Source: an optimization exercise on an open RTL-to-GDS flow (aim: small area and a short achievable clock period). Production flows keep margins and buffers that such runs may drop. Where RTL was checked, it was by simulation tests only, not by an equivalence proof against the original. No driver is modelled on the clock port, so clocking that relies on it looks cheaper here than on a real chip. Power figures rest on the tool's default switching activity, not on a simulated workload.

// exec_stage
module exec_stage (
    input  logic               clk,
    input  logic               rst,
    input  logic               valid_i,
    input  exec_pkg::alu_op_t  alu_op_i,
    input  exec_pkg::src_a_t   src_a_i,
    input  exec_pkg::src_b_t   src_b_i,
    input  exec_pkg::fwd_t     fwd_a_i,
    input  exec_pkg::fwd_t     fwd_b_i,
    input  exec_pkg::fwd_t     fwd_st_i,
    input  logic               spc_clr_i,
    input  exec_pkg::word_t    rs_i,
    input  exec_pkg::word_t    rt_i,
    input  exec_pkg::word_t    ext_i,
    input  exec_pkg::word_t    pc_i,
    input  exec_pkg::word_t    fw_alu_i,
    input  exec_pkg::word_t    fw_mem_i,
    output logic               valid_o,
    output exec_pkg::word_t    result_o,
    output exec_pkg::word_t    store_data_o,
    output exec_pkg::word_t    spc_o
);
Size: about 200 flip-flops, ~310 I/O pins.
export LEC_CHECK = 0
export CAP_MARGIN = 20
export CORE_MARGIN = 2
export CORE_UTILIZATION = 50
export CTS_BUF_LIST = sky130_fd_sc_hd__clkbuf_8
export CTS_CLUSTER_DIAMETER = 50
export CTS_CLUSTER_SIZE = 16
export SETUP_SLACK_MARGIN = 2.2
export SLEW_MARGIN = 20
create_clock -name core_clock -period 4.5 [get_ports {clk}]
standard.sh (not shown) runs the stock make flow with config.mk's settings and CLKGATE_MAP_FILE= SYNTH_SCRIPT=/design/flow/synth_recipe.tcl, a recipe that flattens the netlist after the stock synthesis.
==> flow/flow/run.sh <==
#!/bin/bash
# The standard layout (standard.sh, ORFS) with these changes:
#  - synthesis: the ABC mapping step runs flow/map.abc (a delay-driven
#    &nf mapping with area recovery) instead of ORFS's abc_speed script,
#    and no full/half adder cells are extracted (ADDER_MAP_FILE empty), so
#    the RTL's prefix adder reaches ABC as gates. Registers, their names
#    and cell types are as in the standard flow's synthesis.
#  - every port gets the smallest buffer, sky130_fd_sc_hd__buf_1
#  - the resizer may swap cells of any footprint (MATCH_CELL_FOOTPRINT=0)
#  - after CTS, flow/skew.tcl gives the result register (result_o) a later
#    clock through extra clock buffers, lending time to the paths from the
#    operand registers into it, then repairs timing again
# Each tool's output goes to a log file in this folder (flow.log, and
# ORFS's per-step logs under orfs/logs).
set -euo pipefail
HERE=$(pwd)

# synthesis script: the standard flow's, with the ABC script swapped
sed -e 's#^source \$::env(SCRIPTS_DIR)/synth_preamble.tcl$#&\nset abc_args [lreplace $abc_args 1 1 $::env(MY_ABC_SCRIPT)]#' \
    "$FLOW_HOME/scripts/synth.tcl" > my_synth_body.tcl
grep -q MY_ABC_SCRIPT my_synth_body.tcl
sed -e "s#^source \$::env(SCRIPTS_DIR)/synth.tcl\$#source $HERE/my_synth_body.tcl#" \
    synth_recipe.tcl > my_synth_recipe.tcl
grep -q my_synth_body my_synth_recipe.tcl

sed -e "s#SYNTH_SCRIPT=[^ ]*#SYNTH_SCRIPT=$HERE/my_synth_recipe.tcl MATCH_CELL_FOOTPRINT=0#" standard.sh > my_standard.sh
grep -q my_synth_recipe my_standard.sh

export MY_ABC_SCRIPT="$HERE/flow/map.abc"
export BUFFER_PORTS_ARGS="-buffer_cell sky130_fd_sc_hd__buf_1"
export ADDER_MAP_FILE=""
# after CTS: the result register's clock arrives later (flow/skew.tcl)
export POST_CTS_TCL="$HERE/flow/skew.tcl"
export SKEW_STAGES=2
export SKEW_CELL=sky130_fd_sc_hd__clkbuf_4
bash my_standard.sh > flow.log 2>&1
Other scripts of this flow, unchanged in this note and not shown: flow/flow/map.abc, flow/flow/skew.tcl
Then changed:
--- a/flow/design.v
+++ b/flow/design.v
@@ -150,21 +150,24 @@
     input  exec_pkg::word_t    rt_i,
     input  exec_pkg::word_t    ext_i,
     input  exec_pkg::word_t    pc_i,
     input  exec_pkg::word_t    fw_alu_i,
     input  exec_pkg::word_t    fw_mem_i,
     output logic               valid_o,
     output exec_pkg::ctrl_t    ctrl_o,
     output exec_pkg::word_t    p_o,         
     output exec_pkg::word_t    g_o,         
     output exec_pkg::word_t    store_o,
-    output exec_pkg::word_t    spc_o
+    output exec_pkg::word_t    spc_o,
+    output logic [3:0]         sh_lo_o,     
+    output logic [3:0]         sh_hi_o,     
+    output logic               sh_16_o      
 );
     exec_pkg::word_t st_fwd;
     exec_pkg::word_t link_addr;
     exec_pkg::word_t a_sel;
     exec_pkg::word_t b_sel;
     exec_pkg::ctrl_t ctrl;
     logic            zero_a;
     logic            zero_b;
     exec_pkg::word_t a_op;
     exec_pkg::word_t b_op;
@@ -248,46 +251,49 @@
         if (!rst)
             valid_o <= 1'b0;
         else
             valid_o <= valid_i;
     end
     always_ff @(posedge clk)
     begin
         ctrl_o  <= ctrl;
         p_o     <= a_op ^ b_op;
         g_o     <= {a_op[32-1:1] & b_op[32-1:1],
-                    (a_op[0] & b_op[0]) | ((a_op[0] ^ b_op[0]) & ctrl[4])}
-                 | {{(32-9){1'b0}},
-                    {a_sel[4], 4'b0001 << a_sel[3:2], 4'b0001 << a_sel[1:0]}
-                        & {9{ctrl[7] | ctrl[8]}}};
+                    (a_op[0] & b_op[0]) | ((a_op[0] ^ b_op[0]) & ctrl[4])};
+        sh_lo_o <= 4'b0001 << a_sel[1:0];
+        sh_hi_o <= 4'b0001 << a_sel[3:2];
+        sh_16_o <= a_sel[4];
         store_o <= st_fwd;
     end
 endmodule
 module result_stage (
     input  logic               clk,
     input  logic               rst,
     input  logic               valid_i,
     input  exec_pkg::ctrl_t    ctrl_i,
     input  exec_pkg::word_t    p_i,         
     input  exec_pkg::word_t    g_i,         
     input  exec_pkg::word_t    store_i,
+    input  logic [3:0]         sh_lo_i,
+    input  logic [3:0]         sh_hi_i,
+    input  logic               sh_16_i,
     output logic               valid_o,
     output exec_pkg::word_t    result_o,
     output exec_pkg::word_t    store_data_o
 );
     exec_pkg::word_t alu_y;
     exec_pkg::word_t shift_y;
     barrel_shifter i_shifter (
         .value_i  (p_i),
-        .sh_lo_i (g_i[3:0]),     
-        .sh_hi_i (g_i[7:4]),
-        .sh_16_i (g_i[8]),
+        .sh_lo_i (sh_lo_i),
+        .sh_hi_i (sh_hi_i),
+        .sh_16_i (sh_16_i),
         .ctrl_i   (ctrl_i),
         .y_o      (shift_y)
     );
     alu_logic i_alu (
         .p_i     (p_i),
         .g_i     (g_i),
         .ctrl_i  (ctrl_i),
         .shift_i (shift_y),
         .y_o     (alu_y)
     );
@@ -324,20 +330,23 @@
     output logic               valid_o,
     output exec_pkg::word_t    result_o,
     output exec_pkg::word_t    store_data_o,
     output exec_pkg::word_t    spc_o
 );
     logic    op_valid;
     exec_pkg::ctrl_t   op_ctrl;
     exec_pkg::word_t   op_p;
     exec_pkg::word_t   op_g;
     exec_pkg::word_t   op_store;
+    logic [3:0]        op_sh_lo;
+    logic [3:0]        op_sh_hi;
+    logic              op_sh_16;
     operand_select i_operand_select (
         .clk       (clk),
         .rst       (rst),
         .valid_i   (valid_i),
         .alu_op_i  (alu_op_i),
         .src_a_i   (src_a_i),
         .src_b_i   (src_b_i),
         .fwd_a_i   (fwd_a_i),
         .fwd_b_i   (fwd_b_i),
         .fwd_st_i  (fwd_st_i),
@@ -346,25 +355,31 @@
         .rt_i      (rt_i),
         .ext_i     (ext_i),
         .pc_i      (pc_i),
         .fw_alu_i  (fw_alu_i),
         .fw_mem_i  (fw_mem_i),
         .valid_o   (op_valid),
         .ctrl_o    (op_ctrl),
         .p_o       (op_p),
         .g_o       (op_g),
         .store_o   (op_store),
-        .spc_o     (spc_o)
+        .spc_o     (spc_o),
+        .sh_lo_o  (op_sh_lo),
+        .sh_hi_o  (op_sh_hi),
+        .sh_16_o  (op_sh_16)
     );
     result_stage i_result_stage (
         .clk          (clk),
         .rst          (rst),
         .valid_i      (op_valid),
         .ctrl_i       (op_ctrl),
         .p_i          (op_p),
         .g_i          (op_g),
         .store_i      (op_store),
+        .sh_lo_i     (op_sh_lo),
+        .sh_hi_i     (op_sh_hi),
+        .sh_16_i     (op_sh_16),
         .valid_o      (valid_o),
         .result_o     (result_o),
         .store_data_o (store_data_o)
     );
 endmodule
The changed run passed the timing, DRC and antenna checks.
Clock skew drops by 0.0044 ns.
Wire length climbs by 2.2%.
Design area climbs by 2.8%.
Core utilization hardly moves.
Hold slack gets worse by 0.011 ns.
Cell count climbs by 2.1%.
Setup slack gets worse by 0.053 ns.
Via count climbs by 1.1%.
Die area climbs by 1.7%.
Synthesized area climbs by 1.8%.
Register-to-register slack gets worse by 0.03 ns.
Clock power climbs by about 8%.
Total power climbs by 4.2%.
Synthesized cell count climbs by 1.0%.

---

exec_stage, a different RTL version from the one above (not shown whole).
For scale: ~1,800 cells after synthesis, about 310 I/O pins, about 14,000 sq um of cells after synthesis.
Design exec_stage, start of the top module:
module exec_stage (
    input  logic               clk,
    input  logic               rst,
    input  logic               valid_i,
    input  exec_pkg::alu_op_t  alu_op_i,
    input  exec_pkg::src_a_t   src_a_i,
    input  exec_pkg::src_b_t   src_b_i,
    input  exec_pkg::fwd_t     fwd_a_i,
    input  exec_pkg::fwd_t     fwd_b_i,
    input  exec_pkg::fwd_t     fwd_st_i,
    input  logic               spc_clr_i,
    input  exec_pkg::word_t    rs_i,
    input  exec_pkg::word_t    rt_i,
    input  exec_pkg::word_t    ext_i,
    input  exec_pkg::word_t    pc_i,
    input  exec_pkg::word_t    fw_alu_i,
    input  exec_pkg::word_t    fw_mem_i,
    output logic               valid_o,
    output exec_pkg::word_t    result_o,
    output exec_pkg::word_t    store_data_o,
    output exec_pkg::word_t    spc_o
);
==> module alu_logic, before the edit <==
module alu_logic (
    input  exec_pkg::word_t    p_i,
    input  exec_pkg::word_t    g_i,
    input  exec_pkg::ctrl_t    ctrl_i,
    input  exec_pkg::word_t    shift_i,     
    output exec_pkg::word_t    y_o
);
    localparam int W     = 32;
    localparam int LOG_W = 5;      
    logic [W-1:0] gp [0:LOG_W];      
    logic [W-1:0] pp [0:LOG_W];      
    logic [W-1:0] c;                 
    logic         arith;
    logic         cin;
    exec_pkg::word_t other;          
    exec_pkg::word_t y_c0;           
    exec_pkg::word_t y_c1;           
    logic         signs_differ;
    logic         lt_c0;             
    logic         lt_c1;             
    assign arith = ctrl_i[3];
    assign cin   = ctrl_i[4];
    assign gp[0] = {g_i[W-1:1], g_i[0] | (p_i[0] & cin)};
    assign pp[0] = p_i;
    for (genvar l = 0; l < LOG_W; l++)
    begin : g_pfx
        for (genvar i = 0; i < W; i++)
        begin : g_bit
            if ((i >> l) & 1)
            begin : g_op
                localparam int J = ((i >> l) << l) - 1;
                assign gp[l+1][i] = gp[l][i] | (pp[l][i] & gp[l][J]);
                assign pp[l+1][i] = pp[l][i] & pp[l][J];
            end
            else
            begin : g_pass
                assign gp[l+1][i] = gp[l][i];
                assign pp[l+1][i] = pp[l][i];
            end
        end
    end
    assign c = {gp[LOG_W][W-2:0], cin};
    assign other = ({W{ctrl_i[0]}} & ~(p_i | g_i))
                 | ({W{ctrl_i[1]}}  & p_i)
                 | ({W{ctrl_i[2]}} & g_i);
    assign signs_differ = ~p_i[W-1];
    assign lt_c0 = ctrl_i[6] ? (signs_differ ? g_i[W-1] :  p_i[W-1]) : ~g_i[W-1];
    assign lt_c1 = ctrl_i[6] ? (signs_differ ? g_i[W-1] : ~p_i[W-1]) : ~(g_i[W-1] | p_i[W-1]);
    assign y_c0 = other | ({W{arith}} &  p_i);
    assign y_c1 = other | ({W{arith}} & ~p_i);
    assign y_o[0] = (c[0] ? y_c1[0] : y_c0[0])
                  | (ctrl_i[5] & (c[W-1] ? lt_c1 : lt_c0))
                  | shift_i[0];
    for (genvar i = 1; i < W; i++)
    begin : g_pick
        assign y_o[i] = (c[i] ? y_c1[i] : y_c0[i]) | shift_i[i];
    end
endmodule
clock: 4.5 ns
lec_check: 0
cap_margin: 20
core_margin: 2
core_utilization: 50
cts_buf_list: sky130_fd_sc_hd__clkbuf_8
cts_cluster_diameter: 60
cts_cluster_size: 20
setup_slack_margin: 1.9
slew_margin: 20
==> flow/flow/run.sh <==
#!/bin/bash
# The standard layout with two changes:
#  - Yosys's ABC step maps for area with the script in flow/area.abc
#    (registers, their names and cell types are untouched)
#  - no full/half adder cell extraction (ADDER_MAP_FILE empty)
#  - the resizer may swap cells of any footprint (MATCH_CELL_FOOTPRINT=0)
#  - every port gets the smallest buffer, sky130_fd_sc_hd__buf_1
# Each tool's output goes to a log file in this folder.
set -euo pipefail
HERE=$(pwd)

# synthesis script: the standard flow's, with the ABC script swapped
sed -e 's#^source \$::env(SCRIPTS_DIR)/synth_preamble.tcl$#&\nset abc_args [lreplace $abc_args 1 1 $::env(MY_ABC_SCRIPT)]#' \
    "$FLOW_HOME/scripts/synth.tcl" > my_synth_body.tcl
grep -q MY_ABC_SCRIPT my_synth_body.tcl
sed -e "s#^source \$::env(SCRIPTS_DIR)/synth.tcl\$#source $HERE/my_synth_body.tcl#" \
    synth_recipe.tcl > my_synth_recipe.tcl
grep -q my_synth_body my_synth_recipe.tcl

sed -e "s#SYNTH_SCRIPT=[^ ]*#SYNTH_SCRIPT=$HERE/my_synth_recipe.tcl MATCH_CELL_FOOTPRINT=0#" standard.sh > my_standard.sh
grep -q my_synth_recipe my_standard.sh

export MY_ABC_SCRIPT="$FLOW_HOME/scripts/abc_speed.script"
export BUFFER_PORTS_ARGS="-buffer_cell sky130_fd_sc_hd__buf_1"
export ADDER_MAP_FILE=""
bash my_standard.sh > flow.log 2>&1
Next try:
--- a/flow/design.v
+++ b/flow/design.v
@@ -41,11 +41,11 @@
     input  exec_pkg::ctrl_t    ctrl_i,
     input  exec_pkg::word_t    shift_i,     
     output exec_pkg::word_t    y_o
 );
     localparam int W     = 32;
-    localparam int LOG_W = 5;      
+    localparam int LOG_W = $clog2(W);
     logic [W-1:0] gp [0:LOG_W];      
     logic [W-1:0] pp [0:LOG_W];      
     logic [W-1:0] c;                 
     logic         arith;
     logic         cin;
Routed wire length does not change; worst setup slack does not change; first-iteration DRC count does not change; utilization does not change; final cell count stays the same; global-route usage does not change; count of clock-buffer cells in the layout does not change.
Function not checked in the second run of this note: the RTL went through the layout flow alone.

---

Another version of the RTL of exec_stage (not shown whole).
For scale: ~1700 cells after synthesis, about 210 flip-flops.
==> module alu_logic, before the edit <==
module alu_logic (
    input  exec_pkg::word_t    p_i,
    input  exec_pkg::word_t    g_i,
    input  exec_pkg::ctrl_t    ctrl_i,
    input  exec_pkg::word_t    shift_i,     
    output exec_pkg::word_t    y_o
);
    localparam int W     = 32;
    localparam int LOG_W = 5;      
    logic [W-1:0] gp [0:LOG_W];      
    logic [W-1:0] pp [0:LOG_W];      
    logic [W-1:0] c;                 
    logic         arith;
    logic         cin;
    exec_pkg::word_t other;          
    exec_pkg::word_t y_c0;           
    exec_pkg::word_t y_c1;           
    logic         signs_differ;
    logic         lt_c0;             
    logic         lt_c1;             
    assign arith = ctrl_i[3];
    assign cin   = ctrl_i[4];
    assign gp[0] = g_i;
    assign pp[0] = p_i;
    for (genvar l = 0; l < LOG_W; l++)
    begin : g_pfx
        localparam int STEP = 1 << l;
        for (genvar i = 0; i < W; i++)
        begin : g_bit
            if (i >= STEP)
            begin : g_op
                assign gp[l+1][i] = gp[l][i] | (pp[l][i] & gp[l][i-STEP]);
                assign pp[l+1][i] = pp[l][i] & pp[l][i-STEP];
            end
            else
            begin : g_pass
                assign gp[l+1][i] = gp[l][i];
                assign pp[l+1][i] = pp[l][i];
            end
        end
    end
    assign c = {gp[LOG_W][W-2:0], cin};
    assign other = ({W{ctrl_i[0]}} & ~(p_i | g_i))
                 | ({W{ctrl_i[1]}}  & p_i)
                 | ({W{ctrl_i[2]}} & g_i);
    assign signs_differ = ~p_i[W-1];
    assign lt_c0 = ctrl_i[6] ? (signs_differ ? g_i[W-1] :  p_i[W-1]) : ~g_i[W-1];
    assign lt_c1 = ctrl_i[6] ? (signs_differ ? g_i[W-1] : ~p_i[W-1]) : ~(g_i[W-1] | p_i[W-1]);
    assign y_c0 = other | ({W{arith}} &  p_i);
    assign y_c1 = other | ({W{arith}} & ~p_i);
    assign y_o[0] = (c[0] ? y_c1[0] : y_c0[0])
                  | (ctrl_i[5] & (c[W-1] ? lt_c1 : lt_c0))
                  | shift_i[0];
    for (genvar i = 1; i < W; i++)
    begin : g_pick
        assign y_o[i] = (c[i] ? y_c1[i] : y_c0[i]) | shift_i[i];
    end
endmodule
export LEC_CHECK = 0
export CAP_MARGIN = 20
export CORE_MARGIN = 2
export CORE_UTILIZATION = 50
export CTS_BUF_LIST = sky130_fd_sc_hd__clkbuf_8
export CTS_CLUSTER_DIAMETER = 60
export CTS_CLUSTER_SIZE = 20
export SETUP_SLACK_MARGIN = 1.9
export SLEW_MARGIN = 20
create_clock -name core_clock -period 4.5 [get_ports {clk}]
==> flow/flow/run.sh <==
#!/bin/bash
# The standard layout with two changes:
#  - Yosys's ABC step maps for area with the script in flow/area.abc
#    (registers, their names and cell types are untouched)
#  - no full/half adder cell extraction (ADDER_MAP_FILE empty)
#  - the resizer may swap cells of any footprint (MATCH_CELL_FOOTPRINT=0)
#  - every port gets the smallest buffer, sky130_fd_sc_hd__buf_1
# Each tool's output goes to a log file in this folder.
set -euo pipefail
HERE=$(pwd)

# synthesis script: the standard flow's, with the ABC script swapped
sed -e 's#^source \$::env(SCRIPTS_DIR)/synth_preamble.tcl$#&\nset abc_args [lreplace $abc_args 1 1 $::env(MY_ABC_SCRIPT)]#' \
    "$FLOW_HOME/scripts/synth.tcl" > my_synth_body.tcl
grep -q MY_ABC_SCRIPT my_synth_body.tcl
sed -e "s#^source \$::env(SCRIPTS_DIR)/synth.tcl\$#source $HERE/my_synth_body.tcl#" \
    synth_recipe.tcl > my_synth_recipe.tcl
grep -q my_synth_body my_synth_recipe.tcl

sed -e "s#SYNTH_SCRIPT=[^ ]*#SYNTH_SCRIPT=$HERE/my_synth_recipe.tcl MATCH_CELL_FOOTPRINT=0#" standard.sh > my_standard.sh
grep -q my_synth_recipe my_standard.sh

export MY_ABC_SCRIPT="$HERE/flow/map.abc"
export BUFFER_PORTS_ARGS="-buffer_cell sky130_fd_sc_hd__buf_1"
export ADDER_MAP_FILE=""
bash my_standard.sh > flow.log 2>&1
==> flow/flow/map.abc <==
&get -n
&st
&dch
&nf
&put
topo
stime -c
Edit:
--- a/flow/design.v
+++ b/flow/design.v
@@ -42,12 +42,12 @@
     input  exec_pkg::word_t    shift_i,     
     output exec_pkg::word_t    y_o
 );
     localparam int W     = 32;
     localparam int LOG_W = 5;      
-    logic [W-1:0] gp [0:LOG_W];      
-    logic [W-1:0] pp [0:LOG_W];      
+    logic [W-1:0] gp [0:LOG_W+1];    
+    logic [W-1:0] pp [0:LOG_W+1];    
     logic [W-1:0] c;                 
     logic         arith;
     logic         cin;
     exec_pkg::word_t other;          
     exec_pkg::word_t y_c0;           
@@ -57,16 +57,17 @@
     logic         lt_c1;             
     assign arith = ctrl_i[3];
     assign cin   = ctrl_i[4];
     assign gp[0] = g_i;
     assign pp[0] = p_i;
-    for (genvar l = 0; l < LOG_W; l++)
+    for (genvar l = 0; l <= LOG_W; l++)
     begin : g_pfx
-        localparam int STEP = 1 << l;
         for (genvar i = 0; i < W; i++)
         begin : g_bit
-            if (i >= STEP)
+            localparam int STEP = (l == 0 || l == LOG_W) ? 1 : (1 << l);
+            localparam bit ODD  = (i % 2) == 1;
+            if ((l < LOG_W) ? (ODD && i >= STEP) : (!ODD && i >= 1))
             begin : g_op
                 assign gp[l+1][i] = gp[l][i] | (pp[l][i] & gp[l][i-STEP]);
                 assign pp[l+1][i] = pp[l][i] & pp[l][i-STEP];
             end
             else
@@ -74,11 +75,11 @@
                 assign gp[l+1][i] = gp[l][i];
                 assign pp[l+1][i] = pp[l][i];
             end
         end
     end
-    assign c = {gp[LOG_W][W-2:0], cin};
+    assign c = {gp[LOG_W+1][W-2:0], cin};
     assign other = ({W{ctrl_i[0]}} & ~(p_i | g_i))
                  | ({W{ctrl_i[1]}}  & p_i)
                  | ({W{ctrl_i[2]}} & g_i);
     assign signs_differ = ~p_i[W-1];
     assign lt_c0 = ctrl_i[6] ? (signs_differ ? g_i[W-1] :  p_i[W-1]) : ~g_i[W-1];
Result: The changed run finished with timing, DRC and antenna clean; cell count shrinks by a little under a tenth; wire length came out lower by a little under a tenth; worst hold slack gets better by 0.020 ns; power is lower by a few percent; sequential power fell slightly; die area came out lower by roughly a tenth; cell area came out lower by a little under a tenth; synthesized cell count went down by roughly a tenth; clock power hardly moves; area after synthesis drops by roughly a tenth; clock-buffer cell count is lower by 2.
Function not checked in the first run of this note: the RTL went through the layout flow alone.

-- what the ideal ports hide --
The results above use ideal ports. As a check the final layouts listed here were re-extracted and re-timed, cells and wires unchanged. Step 1 (the two cells are an assumption about what drives the block):
set clk [get_ports {clk}]
set_driving_cell -lib_cell sky130_fd_sc_hd__clkbuf_16 $clk
set_driving_cell -lib_cell sky130_fd_sc_hd__buf_2 [delete_from_list [all_inputs] $clk]
Step 2, shift: input delay + t, output delay - t, t = (earliest + latest rising clock arrival at the registers) / 2. This alone moves slack from input paths to output paths. a / b / c = ideal / step 1 / step 2; a / b = the first two.
| run | t (ns) | setup WS [ns] | clock arrival spread, ns | slew at the worst register clock pin (ns) | worst slew at a driven data input, ns |
|---|---|---|---|---|---|
| the first run of note 1 | 0.752 | 2.249 / 2.221 / 1.519 | 0.298 / 0.299 | 0.10 / 0.10 | 0.10 |
| the second run of note 1 | 0.740 | 2.196 / 2.212 / 1.472 | 0.295 / 0.294 | 0.11 / 0.11 | 0.08 |
| the first run of note 2 | 0.607 | 1.911 / 1.930 / 1.324 | 0.027 / 0.027 | 0.11 / 0.11 | 0.09 |
| the second run of note 2 | 0.607 | 1.911 / 1.930 / 1.324 | 0.027 / 0.027 | 0.11 / 0.11 | 0.09 |
| the first run of note 3 | 0.604 | 1.895 / 1.924 / 1.320 | 0.055 / 0.056 | 0.11 / 0.11 | 0.07 |
| the second run of note 3 | 0.609 | 1.876 / 1.876 / 1.314 | 0.025 / 0.025 | 0.12 / 0.12 | 0.08 |
After both steps setup and hold are still met in every run listed. For the first run of note 1, which loses most, drivers alone change the setup slack by -0.028 ns; drivers and shift together by -0.730 ns.
